Context: an optimization exercise on an open-source flow, tuned for small area, a short achievable clock period and few clock cycles per item. The choices shown serve that exercise and are no tape-out recipe.
The RTL was checked by simulation tests, not by an equivalence proof against the original design.
Power and IR drop assume default switching activity.

$ cat flow/design.v
`default_nettype none
package abl_pkg;
  localparam int SLOTS      = 128;
  localparam int SLOT_BITS  = $clog2(SLOTS);
  localparam int VALUE_BITS = 32;
  localparam int SCAN_WIDTH = (SLOTS < 8) ? SLOTS : 8;
  localparam int CHUNKS     = SLOTS / SCAN_WIDTH;
  localparam int CHUNK_BITS = (CHUNKS > 1) ? $clog2(CHUNKS) : 1;
  typedef enum logic [1:0] {
    OP_APPEND = 2'd0,
    OP_INSERT = 2'd1,
    OP_REMOVE = 2'd2,
    OP_CHANGE = 2'd3
  } opcode_t;
  typedef enum logic [1:0] {
    ST_OK      = 2'd0,
    ST_ILLEGAL = 2'd1,
    ST_FULL    = 2'd2
  } status_t;
  typedef enum logic [2:0] {
    S_IDLE,
    S_SCAN,
    S_WALK_TAIL,
    S_LINK_NEW,
    S_LINK_AFTER,
    S_WALK_PRED,
    S_UNLINK
  } state_t;
  typedef struct packed {
    opcode_t                opcode;
    logic [6:0]             slot;
    logic signed [31:0]     value;
  } cmd_t;
  typedef struct packed {
    status_t    status;
    logic [6:0] new_slot;
    logic [6:0] count;
    logic [6:0] link;
  } result_t;
  typedef struct packed {
    logic                 found;
    logic [SLOT_BITS-1:0] slot;
  } scan_t;
endpackage
`default_nettype wire
`default_nettype none
module abl_free_scan (
  input  wire logic [abl_pkg::SLOTS-1:0]      used,
  input  wire logic [abl_pkg::CHUNK_BITS-1:0] chunk,
  output abl_pkg::scan_t                      hit
);
  logic [abl_pkg::SCAN_WIDTH-1:0] word;
  assign word = used[chunk * abl_pkg::SCAN_WIDTH +: abl_pkg::SCAN_WIDTH];
  always_comb begin
    hit.found = 1'b0;
    hit.slot  = '0;
    for (int i = abl_pkg::SCAN_WIDTH - 1; i >= 0; i--) begin
      if (!word[i]) begin
        hit.found = 1'b1;
        hit.slot  = abl_pkg::SLOT_BITS'(chunk * abl_pkg::SCAN_WIDTH)
                    | abl_pkg::SLOT_BITS'(i);
      end
    end
  end
endmodule
`default_nettype wire
`default_nettype none
module array_backed_linked_list (
  input  wire logic            clk,
  input  wire logic            rst,
  input  wire logic            start,
  output logic                 busy,
  input  wire logic [1:0]      cmd_opcode,
  input  wire logic [6:0]      cmd_slot,
  input  wire logic [31:0]     cmd_value,
  output logic                 done,
  output logic [1:0]           result_status,
  output logic [6:0]           result_new_slot,
  output logic [6:0]           result_count,
  output logic [6:0]           result_link
);
  abl_pkg::cmd_t    cmd;
  abl_pkg::result_t result;
  assign cmd.opcode      = abl_pkg::opcode_t'(cmd_opcode);
  assign cmd.slot        = cmd_slot;
  assign cmd.value       = cmd_value;
  assign result_status   = result.status;
  assign result_new_slot = result.new_slot;
  assign result_count    = result.count;
  assign result_link     = result.link;
  localparam int SB = abl_pkg::SLOT_BITS;
  abl_pkg::state_t state, state_next;
  logic [SB-1:0]                    cur, cur_next;
  logic [SB-1:0]                    pred, pred_next;
  logic [SB-1:0]                    fresh, fresh_next;
  logic [SB-1:0]                    tgt, tgt_next;
  logic [SB-1:0]                    succ, succ_next;
  logic [abl_pkg::VALUE_BITS-1:0]   val, val_next;
  logic [abl_pkg::CHUNK_BITS-1:0]   scan_chunk, scan_chunk_next;
  abl_pkg::opcode_t                 op, op_next;
  logic [6:0]                       count, count_next;
  logic [SB-1:0]                    head_link, head_link_next;
  logic [abl_pkg::SLOTS-1:0]        used;
  logic [SB-1:0]                    link_mem [abl_pkg::SLOTS];
  logic [abl_pkg::VALUE_BITS-1:0]   value_mem [abl_pkg::SLOTS];
  logic [SB-1:0]                    rd_data;
  logic [SB-1:0]                    link_cur;
  logic                             link_we;
  logic [SB-1:0]                    link_wa, link_wd;
  logic                             val_we;
  logic [SB-1:0]                    val_wa;
  logic [abl_pkg::VALUE_BITS-1:0]   val_wd;
  logic                             used_set, used_clr;
  logic [SB-1:0]                    used_idx;
  logic                             fin;
  abl_pkg::status_t                 fin_status;
  logic [SB-1:0]                    fin_slot;
  logic [SB-1:0]                    fin_link;
  abl_pkg::scan_t                   scan;
  abl_free_scan u_scan (
    .used  (used),
    .chunk (scan_chunk),
    .hit   (scan)
  );
  assign busy     = (state != abl_pkg::S_IDLE);
  assign link_cur = (cur == '0) ? head_link : rd_data;
  always_ff @(posedge clk) begin
    if (link_we) begin
      link_mem[link_wa] <= link_wd;
    end
    rd_data <= link_mem[cur_next];
  end
  always_ff @(posedge clk) begin
    if (val_we) begin
      value_mem[val_wa] <= val_wd;
    end
  end
  always_ff @(posedge clk) begin
    if (rst) begin
      state     <= abl_pkg::S_IDLE;
      count     <= '0;
      head_link <= '0;
      used      <= {{(abl_pkg::SLOTS-1){1'b0}}, 1'b1};
      done      <= 1'b0;
    end else begin
      state     <= state_next;
      count     <= count_next;
      head_link <= head_link_next;
      done      <= fin;
      if (used_set) begin
        used[used_idx] <= 1'b1;
      end else if (used_clr) begin
        used[used_idx] <= 1'b0;
      end
    end
  end
  always_ff @(posedge clk) begin
    cur        <= cur_next;
    pred       <= pred_next;
    fresh      <= fresh_next;
    tgt        <= tgt_next;
    succ       <= succ_next;
    val        <= val_next;
    scan_chunk <= scan_chunk_next;
    op         <= op_next;
    if (fin) begin
      result.status   <= fin_status;
      result.new_slot <= 7'(fin_slot);
      result.count    <= count_next;
      result.link     <= 7'(fin_link);
    end
  end
  always_comb begin
    state_next      = state;
    cur_next        = cur;
    pred_next       = pred;
    fresh_next      = fresh;
    tgt_next        = tgt;
    succ_next       = succ;
    val_next        = val;
    scan_chunk_next = scan_chunk;
    op_next         = op;
    count_next      = count;
    head_link_next  = head_link;
    link_we         = 1'b0;
    link_wa         = fresh;
    link_wd         = link_cur;
    val_we          = 1'b0;
    val_wa          = fresh;
    val_wd          = val;
    used_set        = 1'b0;
    used_clr        = 1'b0;
    used_idx        = fresh;
    fin             = 1'b0;
    fin_status      = abl_pkg::ST_OK;
    fin_slot        = '0;
    fin_link        = '0;
    case (state)
      abl_pkg::S_IDLE: begin
        if (start) begin
          op_next         = cmd.opcode;
          tgt_next        = SB'(cmd.slot);
          val_next        = cmd.value[abl_pkg::VALUE_BITS-1:0];
          scan_chunk_next = '0;
          case (cmd.opcode)
            abl_pkg::OP_APPEND: begin
              cur_next   = '0;
              state_next = abl_pkg::S_SCAN;
            end
            abl_pkg::OP_INSERT: begin
              if (!used[SB'(cmd.slot)]) begin
                fin        = 1'b1;
                fin_status = abl_pkg::ST_ILLEGAL;
              end else begin
                cur_next   = SB'(cmd.slot);
                state_next = abl_pkg::S_SCAN;
              end
            end
            abl_pkg::OP_REMOVE: begin
              if (cmd.slot == '0 || !used[SB'(cmd.slot)]) begin
                fin        = 1'b1;
                fin_status = abl_pkg::ST_ILLEGAL;
              end else begin
                cur_next   = '0;
                state_next = abl_pkg::S_WALK_PRED;
              end
            end
            default: begin
              fin = 1'b1;
              if (cmd.slot == '0 || !used[SB'(cmd.slot)]) begin
                fin_status = abl_pkg::ST_ILLEGAL;
              end else begin
                val_we = 1'b1;
                val_wa = SB'(cmd.slot);
                val_wd = cmd.value[abl_pkg::VALUE_BITS-1:0];
              end
            end
          endcase
        end
      end
      abl_pkg::S_SCAN: begin
        if (scan.found) begin
          fresh_next = scan.slot;
          state_next = (op == abl_pkg::OP_APPEND) ? abl_pkg::S_WALK_TAIL
                                                  : abl_pkg::S_LINK_NEW;
        end else if (scan_chunk == abl_pkg::CHUNK_BITS'(abl_pkg::CHUNKS - 1)) begin
          fin        = 1'b1;
          fin_status = abl_pkg::ST_FULL;
          state_next = abl_pkg::S_IDLE;
        end else begin
          scan_chunk_next = scan_chunk + 1'b1;
        end
      end
      abl_pkg::S_WALK_TAIL: begin
        if (link_cur == '0) begin
          state_next = abl_pkg::S_LINK_NEW;
        end else begin
          cur_next = link_cur;
        end
      end
      abl_pkg::S_LINK_NEW: begin
        link_we    = 1'b1;
        link_wa    = fresh;
        link_wd    = link_cur;
        succ_next  = link_cur;
        val_we     = 1'b1;
        used_set   = 1'b1;
        state_next = abl_pkg::S_LINK_AFTER;
      end
      abl_pkg::S_LINK_AFTER: begin
        if (cur == '0) begin
          head_link_next = fresh;
        end else begin
          link_we = 1'b1;
          link_wa = cur;
          link_wd = fresh;
        end
        count_next = count + 1'b1;
        fin        = 1'b1;
        fin_slot   = fresh;
        fin_link   = (op == abl_pkg::OP_APPEND) ? cur : succ;
        state_next = abl_pkg::S_IDLE;
      end
      abl_pkg::S_WALK_PRED: begin
        if (link_cur == tgt || link_cur == '0) begin
          pred_next  = cur;
          cur_next   = tgt;
          state_next = abl_pkg::S_UNLINK;
        end else begin
          cur_next = link_cur;
        end
      end
      abl_pkg::S_UNLINK: begin
        if (pred == '0) begin
          head_link_next = link_cur;
        end else begin
          link_we = 1'b1;
          link_wa = pred;
          link_wd = link_cur;
        end
        used_clr   = 1'b1;
        used_idx   = tgt;
        fin_link   = pred;
        count_next = (count != '0) ? count - 1'b1 : count;
        fin        = 1'b1;
        state_next = abl_pkg::S_IDLE;
      end
      default: begin
        state_next = abl_pkg::S_IDLE;
      end
    endcase
  end
endmodule
`default_nettype wire
$ cat flow/run.sh
#!/bin/bash
# synth_recipe.tcl (not shown) runs the flow's synth.tcl, then flattens the netlist and writes it again
# the make line also repeats each setting of config.mk as NAME=value (left out here)
make -C /OpenROAD-flow-scripts/flow DESIGN_CONFIG=/design/flow/config.mk WORK_HOME=/design/flow/orfs CLKGATE_MAP_FILE= SYNTH_SCRIPT=/design/flow/synth_recipe.tcl finish
$ cat flow/config.mk
export PLATFORM = sky130hd
export DESIGN_NAME = array_backed_linked_list
export DESIGN_NICKNAME = array_backed_linked_list
export VERILOG_FILES = /design/flow/design.v
export SDC_FILE = /design/flow/constraint.sdc
export NUM_CORES = 4
export LEC_CHECK = 0
export CAP_MARGIN = 20
export CORE_MARGIN = 2
export CORE_UTILIZATION = 40
export SLEW_MARGIN = 20
$ cat flow/constraint.sdc
create_clock -name core_clock -period 8.0 [get_ports {clk}]
set_input_delay 1.6000 -clock core_clock [delete_from_list [all_inputs] [get_ports {clk}]]
set_output_delay 1.6000 -clock core_clock [all_outputs]
set_load 0.01 [all_outputs]
==> results.sh <==
export IMPL_r2r_setup_slack_ns=1.97
export IMPL_global_route_wire_length_before_repair_um=198000
export IMPL_drc=0
export IMPL_synthToLayoutAreaGrowth_pct=12.5
export IMPL_critPathBufInv=4
export IMPL_setup_violations=0
export IMPL_unrepaired_setup_endpoints_after_global_routing="false"
export IMPL_layout_worst_path_cycle_share_pct=85.2
export IMPL_insertion_delay_ns=0.74
export IMPL_clock_path_buffers=3
export IMPL_worstPathArrival_ns=7.47
export IMPL_power_share_sequential_pct=34.7
export IMPL_ctsResizeCount=0
export IMPL_cts_tree="done"
export IMPL_power_report_internal_total_uw=13300
export IMPL_final_util_pct=45.3
export IMPL_synth_cell_area_mm2=0.0481
export IMPL_max_freq_mhz=147
export IMPL_synth_enable_flop_cells=953
export IMPL_netlist_top_cell_by_area="sky130_fd_sc_hd__edfxtp_1"
export IMPL_vias_per_cell=5.74
export IMPL_routed_via_count=31894
export IMPL_netlist_instances=3858
export IMPL_initial_core_util_pct=40.2
export IMPL_die_h_um=351
export IMPL_max_stage_delay_ns=0.93
export IMPL_place_gp_congestion=0.904
export IMPL_placeableCoreArea_mm2=0.120
export IMPL_timing_worst_slew_pin_value_ns=1.10
export IMPL_critical_path_class="in -> reg"
export IMPL_timing_critical_path_max_delay_family="compound AO/OA/AOI/OAI gates"
export IMPL_fin_setup_tns_ns=0
export IMPL_sequential_element_share_of_the_synthesized_area_pct=66.1
export IMPL_global_route_usage_total_pct=21.3
export IMPL_critPathMaxFanout=15
export IMPL_synthTopCellsByArea="sky130_fd_sc_hd__edfxtp_1 (59%), sky130_fd_sc_hd__dfxtp_1 (6.7%), sky130_fd_sc_hd__nand2_1 (6.2%), sky130_fd_sc_hd__mux2i_1 (5.1%), sky130_fd_sc_hd__mux4_2 (2.8%)"
export IMPL_largest_net_degree_at_the_start_of_global_routing=105
export IMPL_drt_first_iter_violations=3650
export IMPL_detailed_place_hpwl_um=82200
export IMPL_cts_sinks=1113
export IMPL_worst_setup_hold_path_clk_slew_ns=0.06
export IMPL_yosysWarningCount=2
export IMPL_grt_ovfl_total=0
export IMPL_synth_top_cells_by_count="sky130_fd_sc_hd__edfxtp_1 (953), sky130_fd_sc_hd__nand2_1 (792), sky130_fd_sc_hd__nor2_1 (307)"
export IMPL_power_switching_uw=9130
export IMPL_final_net_count=3906
export IMPL_slew_limit_headroom_pct=26.9
export IMPL_p_per_area_mw_per_mm2=415
export IMPL_finalClockSkew_ns=0.0618
export IMPL_ir_drop_uv=454
export IMPL_asyncSetResetFlopFracSynth_pct=0
export IMPL_critPathLaunchType="primary input"
export IMPL_floorplan_io_pins=69
export IMPL_ys_ff_latch=1113
export IMPL_wirelength_um=133000
export IMPL_power_clock_fraction_pct=23.7
export IMPL_synth_cell_type_count=78
export IMPL_placed_cell_area_mm2=0.0504
export IMPL_die_area_mm2=0.123
export IMPL_share_comb_of_total_power_pct=41.6
export IMPL_timing_hold_worst_class="reg -> reg"
export IMPL_finalWorstPathRequiredPeriod_ns=6.82
export IMPL_post_cts_repair_setup_buffers=0
export IMPL_required_ns=8.65
export IMPL_tritoncts_num_buffers=114
export IMPL_first_global_vias=29960
export IMPL_critical_path_cell_chain="clkdlybuf4s50_1 -> nor2b_1 -> a22oi_1 -> a211oi_1 -> nor4_2 -> o211ai_1 -> o211a_1 -> o211ai_1 -> and2_4 -> inv_2 -> buf_4 -> buf_4 -> nand2_1 -> a221oi_1 -> nor4_1 -> a31o_2 -> nor4b_1"
export IMPL_wire_per_inst_um=23.9
export IMPL_grt_antenna_before_repair=1
export IMPL_htreeDepth=3
export IMPL_status="no timing/DRC/antenna violations"
export IMPL_diode_count=0
export IMPL_critPathCaptureType="flip-flop"
export IMPL_drive_above_1_share_pct=9.60
export IMPL_dieWidth_um=351
export IMPL_ys_dominant_reg_cell="sky130_fd_sc_hd__edfxtp_1"
export IMPL_synthesis_nets=3911
export IMPL_mean_cell_area_of_the_mapped_netlist_um2=12.5
export IMPL_detail_route_first_pass_iterations=6
export IMPL_finalMaxSlewViolations=0
export IMPL_portBuffers=36
export IMPL_timing_critical_path_slowest_stage_cell="sky130_fd_sc_hd__clkdlybuf4s50_1"
export IMPL_yosys_cell_count_top_type="sky130_fd_sc_hd__edfxtp_1"
export IMPL_clk_tree_root_cell="sky130_fd_sc_hd__clkbuf_16"
export IMPL_cts_hold_buf=0
export IMPL_power_switching_fraction_pct=40.6
export IMPL_final_antenna_net_count=0
export IMPL_postLayoutCellArea_mm2=0.0542
export IMPL_power_static_leakage_uw=0.0187
export IMPL_cap_violations=0
export IMPL_yosysTopAreaCellShare_pct=59.5
export IMPL_hold_violations=0
export IMPL_rows=127
-- worst reg2reg max path, stage by stage, from the launching register on --
cell and delay (ns):
sky130_fd_sc_hd__dfxtp_1 0.43, sky130_fd_sc_hd__nor4_1 0.47, sky130_fd_sc_hd__nand2_1 0.40, sky130_fd_sc_hd__nor3_1 0.56, sky130_fd_sc_hd__nor3_1 0.10, sky130_fd_sc_hd__nor2_1 0.77, sky130_fd_sc_hd__o2bb2ai_1 0.21, sky130_fd_sc_hd__a221oi_2 0.08
sky130_fd_sc_hd__buf_4 0.19, sky130_fd_sc_hd__and2_4 0.19, sky130_fd_sc_hd__inv_2 0.27, sky130_fd_sc_hd__buf_4 0.34, sky130_fd_sc_hd__buf_4 0.19, sky130_fd_sc_hd__nand2_1 0.53, sky130_fd_sc_hd__a221oi_1 0.59, sky130_fd_sc_hd__nor4_1 0.12
sky130_fd_sc_hd__a31o_2 0.25, sky130_fd_sc_hd__nor4b_1 0.27
-- routing by layer --
| metal | GRT usage (%) | wire [um] | vias to the layer above |
|---|---|---|---|
| met1 | 30.6 | 57800 | 15951 |
| met3 | 3.36 | 10100 | 218 |
| met2 | 33.2 | 61200 | 1268 |
| met4 | 6.48 | 3540 | 2 |
| li1 | - | - | 14455 |
| met5 | 0 | 8 | - |
-- worst paths after layout --
path	cells after the start	endpoint	start
worst min-delay path	2	flip-flop	flip-flop
worst max-delay path	17	rd_data[5]$_DFF_P_	cmd_slot[0]
worst min register to register	2	flip-flop	flip-flop
worst max register to register	17	rd_data[5]$_DFF_P_	cur[5]$_DFF_P_
-- cells in the final DEF, fill, tap and decap left out, types with 23 or more instances in the layout --
cell type | synthesis | layout
sky130_fd_sc_hd__mux4_2 | 59 | 59
sky130_fd_sc_hd__a311o_1 | 23 | 23
sky130_fd_sc_hd__a211oi_1 | 84 | 84
sky130_fd_sc_hd__o21ai_0 | 52 | 45
sky130_fd_sc_hd__edfxtp_1 | 953 | 953
sky130_fd_sc_hd__nor3_1 | 35 | 35
sky130_fd_sc_hd__clkinv_1 | 3 | 25
sky130_fd_sc_hd__buf_4 | 14 | 85
sky130_fd_sc_hd__clkbuf_1 | 130 | 30
sky130_fd_sc_hd__nand2_1 | 792 | 792
sky130_fd_sc_hd__and3_1 | 68 | 68
sky130_fd_sc_hd__nand3_1 | 120 | 119
sky130_fd_sc_hd__nand4_1 | 74 | 74
sky130_fd_sc_hd__mux2i_1 | 247 | 247
sky130_fd_sc_hd__a31oi_1 | 27 | 27
sky130_fd_sc_hd__inv_1 | 29 | 28
sky130_fd_sc_hd__a32o_1 | 24 | 23
sky130_fd_sc_hd__clkdlybuf4s50_1 | 0 | 33
sky130_fd_sc_hd__dfxtp_1 | 160 | 160
sky130_fd_sc_hd__clkbuf_16 | 0 | 114
sky130_fd_sc_hd__nor2_1 | 307 | 303
sky130_fd_sc_hd__a21oi_1 | 174 | 174
sky130_fd_sc_hd__nor2b_1 | 23 | 23
-- through the flow --
step           hold WS (ns)  power (uW)  cells  setup WS (ns)
5_1_grt               0.506       23500   5560           1.04
3_3_place_gp          0.460       17100   5348          0.708
2_1_floorplan         0.443       14000   3858          0.482
6_report              0.477       22500   5560           1.18
4_1_cts               0.474       22600   5560           1.32
3_5_place_dp          0.466       17200   5349          0.586
-- power by group through the flow --
| stage | Combinational, uW | Sequential, uW | Clock (uW) |
|---|---|---|---|
| final | 9350 | 7810 | 5320 |
| after detailed placement | 9320 | 7920 | 0 |
| after CTS | 9350 | 7790 | 5410 |
| after global placement | 9210 | 7920 | 0 |
| after global routing | 10000 | 7810 | 5640 |
| after floorplan | 5840 | 8200 | 0 |
-- cell families after synthesis --
group | after synthesis | synth area share (%)
AO/OA/AOI/OAI | 608 | 8.90
multiplexers | 323 | 8.30
buffers and inverters | 294 | 2.70
flip-flops | 1113 | 66.1
adder cells (fa/ha/maj) | 9 | 0.234
XOR/XNOR | 22 | 0.400
AND/OR/NAND/NOR | 1489 | 13.4
-- layout make-up --
class | instances | area (um2)
Fill cell | 10676 | 65500
Sequential cell | 1113 | 31800
Multi-Input combinational cell | 2451 | 15100
Clock buffer | 149 | 3030
Tap cell | 1612 | 2020
Timing Repair Buffer | 137 | 1310
Clock inverter | 62 | 716
Inverter | 36 | 148
Testbench counts, summed over its fixed seeds: cycles 356,084, items 9,600.

[what the ideal ports hide]
In the flow no input, the clock included, has a driving cell. The finished layout below was timed again as built, in two steps. Step 1 sets driving cells, clkbuf_16 on the clock port and buf_2 on the other inputs (assumed; they add their load-dependent delay and slew). Step 2 times the ports against the registers' clock, not the clock port: input delays grow and output delays shrink by t, the midpoint of the rising clock arrivals with the driver on. Slacks: no drivers / after step 1 / after step 2; pairs: no drivers / after step 1.
t, ns: 0.792
setup WS [ns]: 1.184 / 1.245 / 0.452
worst setup path after step 2: input to register
latest minus earliest clock arrival (ns): 0.063 / 0.063
worst slew at a driven data input, ns: 0.03
After both steps this run still meets setup and hold. For this run, drivers alone change the setup slack by +0.061 ns; drivers and shift together by -0.732 ns.
